Context: an optimization exercise on an open-source flow, tuned for small area, a short achievable clock period and few clock cycles per item. The choices shown serve that exercise and are no tape-out recipe.
The RTL was checked by simulation tests, not by an equivalence proof against the original design.

==> design.v <==
`default_nettype none
package dpc_pkg;
	localparam int DEF_VALUE_BITS = 32;
	localparam int DIGIT_BITS     = 4;
	localparam int DD_STEP_BITS   = 8;
	localparam logic [DIGIT_BITS-1:0] DD_THRESH = 4'd5;
	localparam logic [DIGIT_BITS-1:0] DD_ADJ    = 4'd3;
	function automatic int num_digits(input int bits);
		num_digits = ((bits - 1) * 30103) / 100000 + 1;
	endfunction
	function automatic logic [DIGIT_BITS-1:0] dd_adjust(input logic [DIGIT_BITS-1:0] d);
		logic [DIGIT_BITS-1:0] r;
		r = d;
		if (d >= DD_THRESH) begin
			r = d + DD_ADJ;
		end
		dd_adjust = r;
	endfunction
endpackage
`default_nettype wire
`default_nettype none
module dpc_dd_stage
#(
	parameter int VALUE_BITS = dpc_pkg::DEF_VALUE_BITS,
	parameter int NUM_DIGITS = dpc_pkg::num_digits(dpc_pkg::DEF_VALUE_BITS),
	parameter int STEPS      = dpc_pkg::DD_STEP_BITS
) (
	input  wire logic                               clk,
	input  wire logic                               arst_n,
	input  wire logic                               in_valid,
	output logic                                    in_ready,
	input  wire logic [VALUE_BITS-1:0]              in_bin,
	input  wire logic [NUM_DIGITS*dpc_pkg::DIGIT_BITS-1:0]   in_bcd,
	input  wire logic [VALUE_BITS-1:0]              in_value,
	input  wire logic                               in_last,
	output logic                                    out_valid,
	input  wire logic                               out_ready,
	output logic [VALUE_BITS-1:0]                   out_bin,
	output logic [NUM_DIGITS*dpc_pkg::DIGIT_BITS-1:0]        out_bcd,
	output logic [VALUE_BITS-1:0]                   out_value,
	output logic                                    out_last
);
	localparam int BCD_BITS = NUM_DIGITS * dpc_pkg::DIGIT_BITS;
	logic                  valid_s1;
	logic [VALUE_BITS-1:0] bin_s1;
	logic [BCD_BITS-1:0]   bcd_s1;
	logic [VALUE_BITS-1:0] value_s1;
	logic                  last_s1;
	logic [VALUE_BITS-1:0] bin_nx;
	logic [BCD_BITS-1:0]   bcd_nx;
	always_comb begin
		bin_nx = in_bin;
		bcd_nx = in_bcd;
		for (int s = 0; s < STEPS; s++) begin
			for (int d = 0; d < NUM_DIGITS; d++) begin
				bcd_nx[d*dpc_pkg::DIGIT_BITS +: dpc_pkg::DIGIT_BITS] = dpc_pkg::dd_adjust(bcd_nx[d*dpc_pkg::DIGIT_BITS +: dpc_pkg::DIGIT_BITS]);
			end
			bcd_nx = {bcd_nx[BCD_BITS-2:0], bin_nx[VALUE_BITS-1]};
			bin_nx = {bin_nx[VALUE_BITS-2:0], 1'b0};
		end
	end
	assign in_ready = !valid_s1 || out_ready;
	always_ff @(posedge clk or negedge arst_n) begin
		if (!arst_n) begin
			valid_s1 <= 1'b0;
		end else if (in_ready) begin
			valid_s1 <= in_valid;
		end
	end
	always_ff @(posedge clk) begin
		if (in_valid && in_ready) begin
			bin_s1   <= bin_nx;
			bcd_s1   <= bcd_nx;
			value_s1 <= in_value;
			last_s1  <= in_last;
		end
	end
	assign out_valid = valid_s1;
	assign out_bin   = bin_s1;
	assign out_bcd   = bcd_s1;
	assign out_value = value_s1;
	assign out_last  = last_s1;
endmodule
`default_nettype wire
`default_nettype none
module dpc_sym_check
#(
	parameter int VALUE_BITS = dpc_pkg::DEF_VALUE_BITS,
	parameter int NUM_DIGITS = dpc_pkg::num_digits(dpc_pkg::DEF_VALUE_BITS)
) (
	input  wire logic                             clk,
	input  wire logic                             arst_n,
	input  wire logic                             in_valid,
	output logic                                  in_ready,
	input  wire logic [NUM_DIGITS*dpc_pkg::DIGIT_BITS-1:0] in_bcd,
	input  wire logic [VALUE_BITS-1:0]            in_value,
	input  wire logic                             in_last,
	output logic                                  out_valid,
	input  wire logic                             out_ready,
	output logic [VALUE_BITS-1:0]                 out_value,
	output logic                                  out_pal,
	output logic                                  out_last
);
	localparam int LEN_BITS = $clog2(NUM_DIGITS + 1);
	localparam int LEN_CNT  = 2 ** LEN_BITS;
	logic                  valid_s1;
	logic [LEN_BITS-1:0]   len_s1;
	logic [LEN_CNT-1:0]    eq_s1;
	logic [VALUE_BITS-1:0] value_s1;
	logic                  last_s1;
	logic                  ready_s1;
	logic                  valid_s2;
	logic                  pal_s2;
	logic [VALUE_BITS-1:0] value_s2;
	logic                  last_s2;
	logic [LEN_BITS-1:0]   len_nx;
	logic [LEN_CNT-1:0]    eq_nx;
	always_comb begin
		len_nx = '0;
		for (int i = 0; i < NUM_DIGITS; i++) begin
			if (in_bcd[i*dpc_pkg::DIGIT_BITS +: dpc_pkg::DIGIT_BITS] != '0) begin
				len_nx = LEN_BITS'(i + 1);
			end
		end
	end
	always_comb begin
		eq_nx = '0;
		for (int l = 0; l <= NUM_DIGITS; l++) begin
			eq_nx[l] = 1'b1;
			for (int i = 0; i < l / 2; i++) begin
				if (in_bcd[i*dpc_pkg::DIGIT_BITS +: dpc_pkg::DIGIT_BITS] != in_bcd[(l-1-i)*dpc_pkg::DIGIT_BITS +: dpc_pkg::DIGIT_BITS]) begin
					eq_nx[l] = 1'b0;
				end
			end
		end
	end
	assign ready_s1 = !valid_s2 || out_ready;
	assign in_ready = !valid_s1 || ready_s1;
	always_ff @(posedge clk or negedge arst_n) begin
		if (!arst_n) begin
			valid_s1 <= 1'b0;
			valid_s2 <= 1'b0;
		end else begin
			if (in_ready) begin
				valid_s1 <= in_valid;
			end
			if (ready_s1) begin
				valid_s2 <= valid_s1;
			end
		end
	end
	always_ff @(posedge clk) begin
		if (in_valid && in_ready) begin
			len_s1   <= len_nx;
			eq_s1    <= eq_nx;
			value_s1 <= in_value;
			last_s1  <= in_last;
		end
		if (valid_s1 && ready_s1) begin
			pal_s2   <= eq_s1[len_s1];
			value_s2 <= value_s1;
			last_s2  <= last_s1;
		end
	end
	assign out_valid = valid_s2;
	assign out_value = value_s2;
	assign out_pal   = pal_s2;
	assign out_last  = last_s2;
endmodule
`default_nettype wire
`default_nettype none
module decimal_palindrome_check_unit
#(
	parameter int VALUE_BITS = dpc_pkg::DEF_VALUE_BITS
) (
	input  wire logic                         clk,
	input  wire logic                         arst_n,
	input  wire logic                         in_valid,
	output logic                              in_ready,
	input  wire logic signed [VALUE_BITS-1:0] in_value,
	input  wire logic                         in_is_last,
	output logic                              out_valid,
	input  wire logic                         out_ready,
	output logic signed [VALUE_BITS-1:0]      out_value_echo,
	output logic                              out_is_palindrome,
	output logic                              out_last_out
);
	localparam int NUM_DIGITS = dpc_pkg::num_digits(VALUE_BITS);
	localparam int BCD_BITS   = NUM_DIGITS * dpc_pkg::DIGIT_BITS;
	localparam int N_DD       = (VALUE_BITS + dpc_pkg::DD_STEP_BITS - 1) / dpc_pkg::DD_STEP_BITS;
	logic [N_DD:0]         dd_valid;
	logic [N_DD:0]         dd_ready;
	logic [VALUE_BITS-1:0] dd_bin   [N_DD+1];
	logic [BCD_BITS-1:0]   dd_bcd   [N_DD+1];
	logic [VALUE_BITS-1:0] dd_value [N_DD+1];
	logic [N_DD:0]         dd_last;
	logic                  valid_s1;
	logic [VALUE_BITS-1:0] mag_s1;
	logic [VALUE_BITS-1:0] value_s1;
	logic                  last_s1;
	logic [VALUE_BITS-1:0] mag_nx;
	logic [VALUE_BITS-1:0] sym_value;
	always_comb begin
		mag_nx = in_value;
		if (in_value[VALUE_BITS-1]) begin
			mag_nx = ~in_value + VALUE_BITS'(1);
		end
	end
	assign in_ready = !valid_s1 || dd_ready[0];
	always_ff @(posedge clk or negedge arst_n) begin
		if (!arst_n) begin
			valid_s1 <= 1'b0;
		end else if (in_ready) begin
			valid_s1 <= in_valid;
		end
	end
	always_ff @(posedge clk) begin
		if (in_valid && in_ready) begin
			mag_s1   <= mag_nx;
			value_s1 <= in_value;
			last_s1  <= in_is_last;
		end
	end
	assign dd_valid[0] = valid_s1;
	assign dd_bin[0]   = mag_s1;
	assign dd_bcd[0]   = '0;
	assign dd_value[0] = value_s1;
	assign dd_last[0]  = last_s1;
	for (genvar k = 0; k < N_DD; k++) begin : g_dd
		localparam int LEFT  = VALUE_BITS - k * dpc_pkg::DD_STEP_BITS;
		localparam int STEPS = (LEFT < dpc_pkg::DD_STEP_BITS) ? LEFT : dpc_pkg::DD_STEP_BITS;
		dpc_dd_stage #(
			.VALUE_BITS (VALUE_BITS),
			.NUM_DIGITS (NUM_DIGITS),
			.STEPS      (STEPS)
		) u_dd (
			.clk       (clk),
			.arst_n    (arst_n),
			.in_valid  (dd_valid[k]),
			.in_ready  (dd_ready[k]),
			.in_bin    (dd_bin[k]),
			.in_bcd    (dd_bcd[k]),
			.in_value  (dd_value[k]),
			.in_last   (dd_last[k]),
			.out_valid (dd_valid[k+1]),
			.out_ready (dd_ready[k+1]),
			.out_bin   (dd_bin[k+1]),
			.out_bcd   (dd_bcd[k+1]),
			.out_value (dd_value[k+1]),
			.out_last  (dd_last[k+1])
		);
	end
	dpc_sym_check #(
		.VALUE_BITS (VALUE_BITS),
		.NUM_DIGITS (NUM_DIGITS)
	) u_sym (
		.clk       (clk),
		.arst_n    (arst_n),
		.in_valid  (dd_valid[N_DD]),
		.in_ready  (dd_ready[N_DD]),
		.in_bcd    (dd_bcd[N_DD]),
		.in_value  (dd_value[N_DD]),
		.in_last   (dd_last[N_DD]),
		.out_valid (out_valid),
		.out_ready (out_ready),
		.out_value (sym_value),
		.out_pal   (out_is_palindrome),
		.out_last  (out_last_out)
	);
	assign out_value_echo = sym_value;
endmodule
`default_nettype wire
==> run.sh <==
#!/bin/bash
# synth_recipe.tcl (not shown) runs the flow's synth.tcl, then flattens the netlist and writes it again
# the make line also repeats each setting of config.mk as NAME=value (left out here)
make -C /OpenROAD-flow-scripts/flow DESIGN_CONFIG=/design/flow/config.mk WORK_HOME=/design/flow/orfs CLKGATE_MAP_FILE= SYNTH_SCRIPT=/design/flow/synth_recipe.tcl finish
==> config.mk <==
export PLATFORM = sky130hd
export DESIGN_NAME = decimal_palindrome_check_unit
export DESIGN_NICKNAME = decimal_palindrome_check_unit
export VERILOG_FILES = /design/flow/design.v
export SDC_FILE = /design/flow/constraint.sdc
export NUM_CORES = 4
export LEC_CHECK = 0
export CAP_MARGIN = 20
export CORE_MARGIN = 2
export CORE_UTILIZATION = 40
export SLEW_MARGIN = 20
==> constraint.sdc <==
create_clock -name core_clock -period 6.5 [get_ports {clk}]
set_input_delay 1.3000 -clock core_clock [delete_from_list [all_inputs] [get_ports {clk}]]
set_output_delay 1.3000 -clock core_clock [all_outputs]
set_load 0.01 [all_outputs]
==> results.txt <==
## layout make-up
class,count,share of cell area
Tap cell,1144,0.0355
Clock inverter,35,0.00919
Multi-Input combinational cell,2891,0.533
Clock buffer,54,0.0303
Inverter,218,0.0203
Timing Repair Buffer,261,0.0531
Sequential cell,429,0.319
## worst max-delay path, delay by kind of cell (launching register included)
family          cells  cell delay, ns
compound gates     11            2.28
xor+xnor            1            0.08
fa+ha+maj           5            0.94
buf+inv             5            0.34
flops               1            0.39
mux                 1            0.31
simple gates        6            1.65
## Yosys cell counts, drive strengths merged, types with 16 or more instances
master / count / share of area
clkbuf: 77 / 0.0083
nand2b: 73 / 0.013
a211o: 25 / 0.0063
nand4: 34 / 0.0061
o2111ai: 17 / 0.0047
a211oi: 63 / 0.016
nand3: 105 / 0.015
a21oi: 242 / 0.037
o21ai: 279 / 0.041
nor2b: 41 / 0.0075
o31ai: 26 / 0.0074
o21bai: 22 / 0.0049
o21a: 52 / 0.011
a22oi: 25 / 0.0061
o311ai: 16 / 0.0058
nor4: 31 / 0.0058
mux2i: 93 / 0.030
nand2: 272 / 0.030
edfxtp: 422 / 0.37
or3: 39 / 0.0075
xnor2: 193 / 0.053
o211a: 26 / 0.0075
nor2: 227 / 0.025
inv: 216 / 0.023
buf: 43 / 0.0062
mux2: 53 / 0.017
and3: 24 / 0.0043
ha: 144 / 0.052
o211ai: 65 / 0.015
o22ai: 37 / 0.0072
and2: 57 / 0.010
xor2: 52 / 0.015
a31oi: 58 / 0.011
a21boi: 40 / 0.0089
nor3: 90 / 0.014
a21o: 53 / 0.011
or2: 38 / 0.0069
## layout by cell type, fill, tap and decap left out, drive strengths merged, types with 90 or more instances in the layout
cell type / instances
edfxtp: 422
o21ai: 279
nand2: 272
a21oi: 242
nor2: 227
inv: 221
xnor2: 193
buf: 189
ha: 144
nand3: 105
mux2i: 93
nor3: 90
## repair_timing
action / in CTS / in global routing
pin swaps: 2 / 46
hold endpoints to repair: 0 / 0
endpoints found under the setup margin: 6 / 75
buffers inserted: 2 / 61
resized for setup: 3 / 230
hold buffers: 0 / 0
## sequential cells by signal, indices dropped and copies added, names as in the netlist, 4 cells and up
signal              count
g_dd.u_dd.bin_s1       45
u_sym.eq_s1             9
g_dd.u_dd.valid_s1      4
g_dd.u_dd.last_s1       4
value_s1               31
u_sym.value_s2         32
mag_s1                 32
u_sym.len_s1            4
g_dd.u_dd.bcd_s1      102
u_sym.value_s1         32
g_dd.u_dd.value_s1    127
## logic make-up after synthesis
group                      count (synthesis)  synth area share
AOI/OAI and AO/OA                       1251             0.259
and+or+nand+nor                         1098             0.162
DFF                                      429             0.371
buffers and inverters                    338            0.0382
xor gates and xnor gates                 248            0.0695
adders and majority gates                148            0.0532
muxes                                    146            0.0471
## metal layers
layer  part of all wire  global-route usage
met1               0.47               0.212
met2               0.47               0.267
met3              0.039              0.0248
met4              0.015              0.0302
met5                  0                   0
## metrics by stage
step / hold WS, ns / setup slack [ns] / std cells / TNS (ns)
2_1_floorplan: 0.400 / 0.0146 / 3658 / 0
3_3_place_gp: 0.400 / 0.137 / 4880 / 0
3_5_place_dp: 0.405 / -0.0456 / 4880 / -0.142
4_1_cts: 0.394 / 0.0208 / 4971 / 0
5_1_grt: 0.402 / -0.0925 / 5032 / -0.518
6_report: 0.401 / 0.249 / 5032 / 0
## path summary, 6_finish.rpt
| path | cells after the start | slack [ns] | endpoint | from |
|---|---|---|---|---|
| setup / recovery | 29 | 0.25 | g_dd[2].u_dd.bcd_s1[15] | g_dd[1].u_dd.bcd_s1[5] |
| hold reg to reg | 0 | 0.40 | g_dd[1].u_dd.bin_s1[31] | g_dd[0].u_dd.bin_s1[23] |
| setup reg to reg | 29 | 0.25 | g_dd[2].u_dd.bcd_s1[15] | g_dd[1].u_dd.bcd_s1[5] |
| min in group asynchronous | 1 | 0.95 | u_sym.valid_s2 | arst_n |
| max in group asynchronous | 1 | 5.30 | u_sym.valid_s1 | arst_n |
| hold / removal | 0 | 0.40 | g_dd[1].u_dd.bin_s1[31] | g_dd[0].u_dd.bin_s1[23] |
==> results.txt <==
# TYPE chip_impl_metric gauge
chip_impl_info{name="status",value="timing/DRC/antenna clean"} 1
chip_impl_metric{name="fp.coreArea",unit="um^2"} 85500
chip_impl_metric{name="floorplan.rows",unit=""} 107
chip_impl_metric{name="placed_area",unit="um^2"} 37300
chip_impl_metric{name="avgViaCountPerCell",unit=""} 5.57
chip_impl_metric{name="setup_viol",unit=""} 0
chip_impl_metric{name="antenna_found_initial",unit=""} 1
chip_impl_metric{name="period_needed",unit="ns"} 6.25
chip_impl_metric{name="layout-drive-gt1-share",unit=""} 0.186
chip_impl_info{name="cp_slowest_cell",value="sky130_fd_sc_hd__or4_1"} 1
chip_impl_metric{name="crit_path_max_fanout",unit=""} 5
chip_impl_metric{name="timing.max_cap.violations",unit=""} 0
chip_impl_metric{name="crit_arrival",unit="ns"} 6.58
chip_impl_metric{name="first_iter_violations",unit=""} 1759
chip_impl_info{name="timing.setup.critical_path_class",value="register to register"} 1
chip_impl_info{name="cp-start-kind",value="register"} 1
chip_impl_metric{name="ys.warnings.count",unit=""} 9
chip_impl_info{name="end_kind",value="register"} 1
chip_impl_metric{name="crit_path_max_incr_delay",unit="ns"} 0.53
chip_impl_metric{name="synthesis.area",unit="um^2"} 34600
chip_impl_metric{name="fmaxAchievable",unit="MHz"} 160
chip_impl_metric{name="ys_seq_area_frac",unit=""} 0.371
chip_impl_info{name="clock-root-buffer",value="sky130_fd_sc_hd__clkbuf_16"} 1
chip_impl_metric{name="ys_async_sr_fraction",unit=""} 0.0163
chip_impl_metric{name="post_synth_num_cell_types",unit=""} 139
chip_impl_info{name="min_path_type",value="register to register"} 1
chip_impl_metric{name="n_antenna_cell",unit=""} 0
chip_impl_metric{name="post_route_cell_area",unit="um^2"} 40300
chip_impl_metric{name="hold_viol",unit=""} 0
chip_impl_metric{name="area_taken_by_multi_input_logic_gates",unit="um^2"} 21500
chip_impl_metric{name="drc",unit=""} 0
chip_impl_info{name="cts_tree",value="built"} 1
chip_impl_metric{name="numClockSinks",unit=""} 429
chip_impl_metric{name="routed-via-count",unit=""} 28000
chip_impl_metric{name="post_synth_inst_count",unit=""} 3658
chip_impl_metric{name="post-dp-hpwl",unit="mm"} 52.0
chip_impl_metric{name="skew_final",unit="ns"} 0.0361
chip_impl_metric{name="grt.overflow.total",unit=""} 0
chip_impl_metric{name="die-area",unit="um^2"} 89000
chip_impl_metric{name="drt_pass1_iterations",unit=""} 7
chip_impl_metric{name="ys_ff_latch",unit=""} 429
chip_impl_metric{name="fin_crit_sh",unit=""} 0.962
chip_impl_metric{name="worst_ep_required_time",unit="ns"} 6.83
chip_impl_metric{name="cts_made_buffers",unit=""} 48
chip_impl_metric{name="place_congestion",unit=""} 0.825
chip_impl_metric{name="synth_enable_flop_cells",unit=""} 422
chip_impl_info{name="synth-main-ff-cell",value="sky130_fd_sc_hd__edfxtp_1"} 1
chip_impl_metric{name="fillCellCount",unit=""} 7952
chip_impl_metric{name="ctsHtreeMaxLevel",unit=""} 2
chip_impl_metric{name="route.detailed.wl_per_inst",unit="um"} 14.6
chip_impl_metric{name="area.growth.synth_to_final",unit="%"} 16.4
chip_impl_metric{name="clk_slew_on_worst_s_h_paths",unit="ns"} 0.06
chip_impl_metric{name="initial_core_util",unit=""} 0.405
chip_impl_metric{name="final_net_count",unit=""} 4030
chip_impl_metric{name="die_height",unit="um"} 298
chip_impl_metric{name="track_usage",unit=""} 0.157
chip_impl_metric{name="port_buffers",unit=""} 72
chip_impl_metric{name="clk_latency",unit="ns"} 0.62
chip_impl_metric{name="sequential_cell_area",unit="um^2"} 12800
chip_impl_metric{name="maximum_number_of_pins_on_one_net_before_global_route_repair",unit=""} 70
chip_impl_metric{name="grt_first_pass_wirelength",unit="mm"} 122
chip_impl_metric{name="via_count_of_the_first_global_routing_pass",unit=""} 25500
chip_impl_metric{name="dieWidth",unit="um"} 298
chip_impl_metric{name="relSlewSlack",unit=""} 0.322
chip_impl_metric{name="syn_nets",unit=""} 3839
chip_impl_metric{name="final_core_utilization",unit=""} 0.471
chip_impl_metric{name="cts.path.max_buffers",unit=""} 3
chip_impl_metric{name="syn_avg_cell_area",unit="um^2"} 9.47
chip_impl_metric{name="io-pin-count",unit=""} 73
chip_impl_metric{name="timing_worst_slew_pin_value",unit="ns"} 1.02
chip_impl_metric{name="totalWireLength",unit="mm"} 73.7
chip_impl_metric{name="max_transition_viols_final",unit=""} 0
chip_impl_metric{name="antenna_violating_nets_post_route",unit=""} 0
Testbench counts, summed over its fixed seeds: cycles 12,056, items 12,000.

-- static timing again, ports no longer ideal --
Ports are ideal in the flow. The routed layout listed here was re-timed in OpenROAD. Step 1: set_driving_cell puts a clkbuf_16 on clk and a buf_2 on each other input, an assumption about the parent block. Step 2 adds t to the input delays and takes it off the output delays; t is the mean of the earliest and latest rising clock arrival at the registers after step 1. Input paths then give back, and output paths get back, about the clock's delay inside the block. a / b / c = ideal / step 1 / step 2; a / b = the first two.
t (ns): 0.659
setup WS [ns]: 0.249 / 0.249 / 0.249
worst setup path after step 2: register to register
After both steps this run still meets setup and hold. For this run, drivers alone change the setup slack by 0.000 ns; drivers and shift together by 0.000 ns.
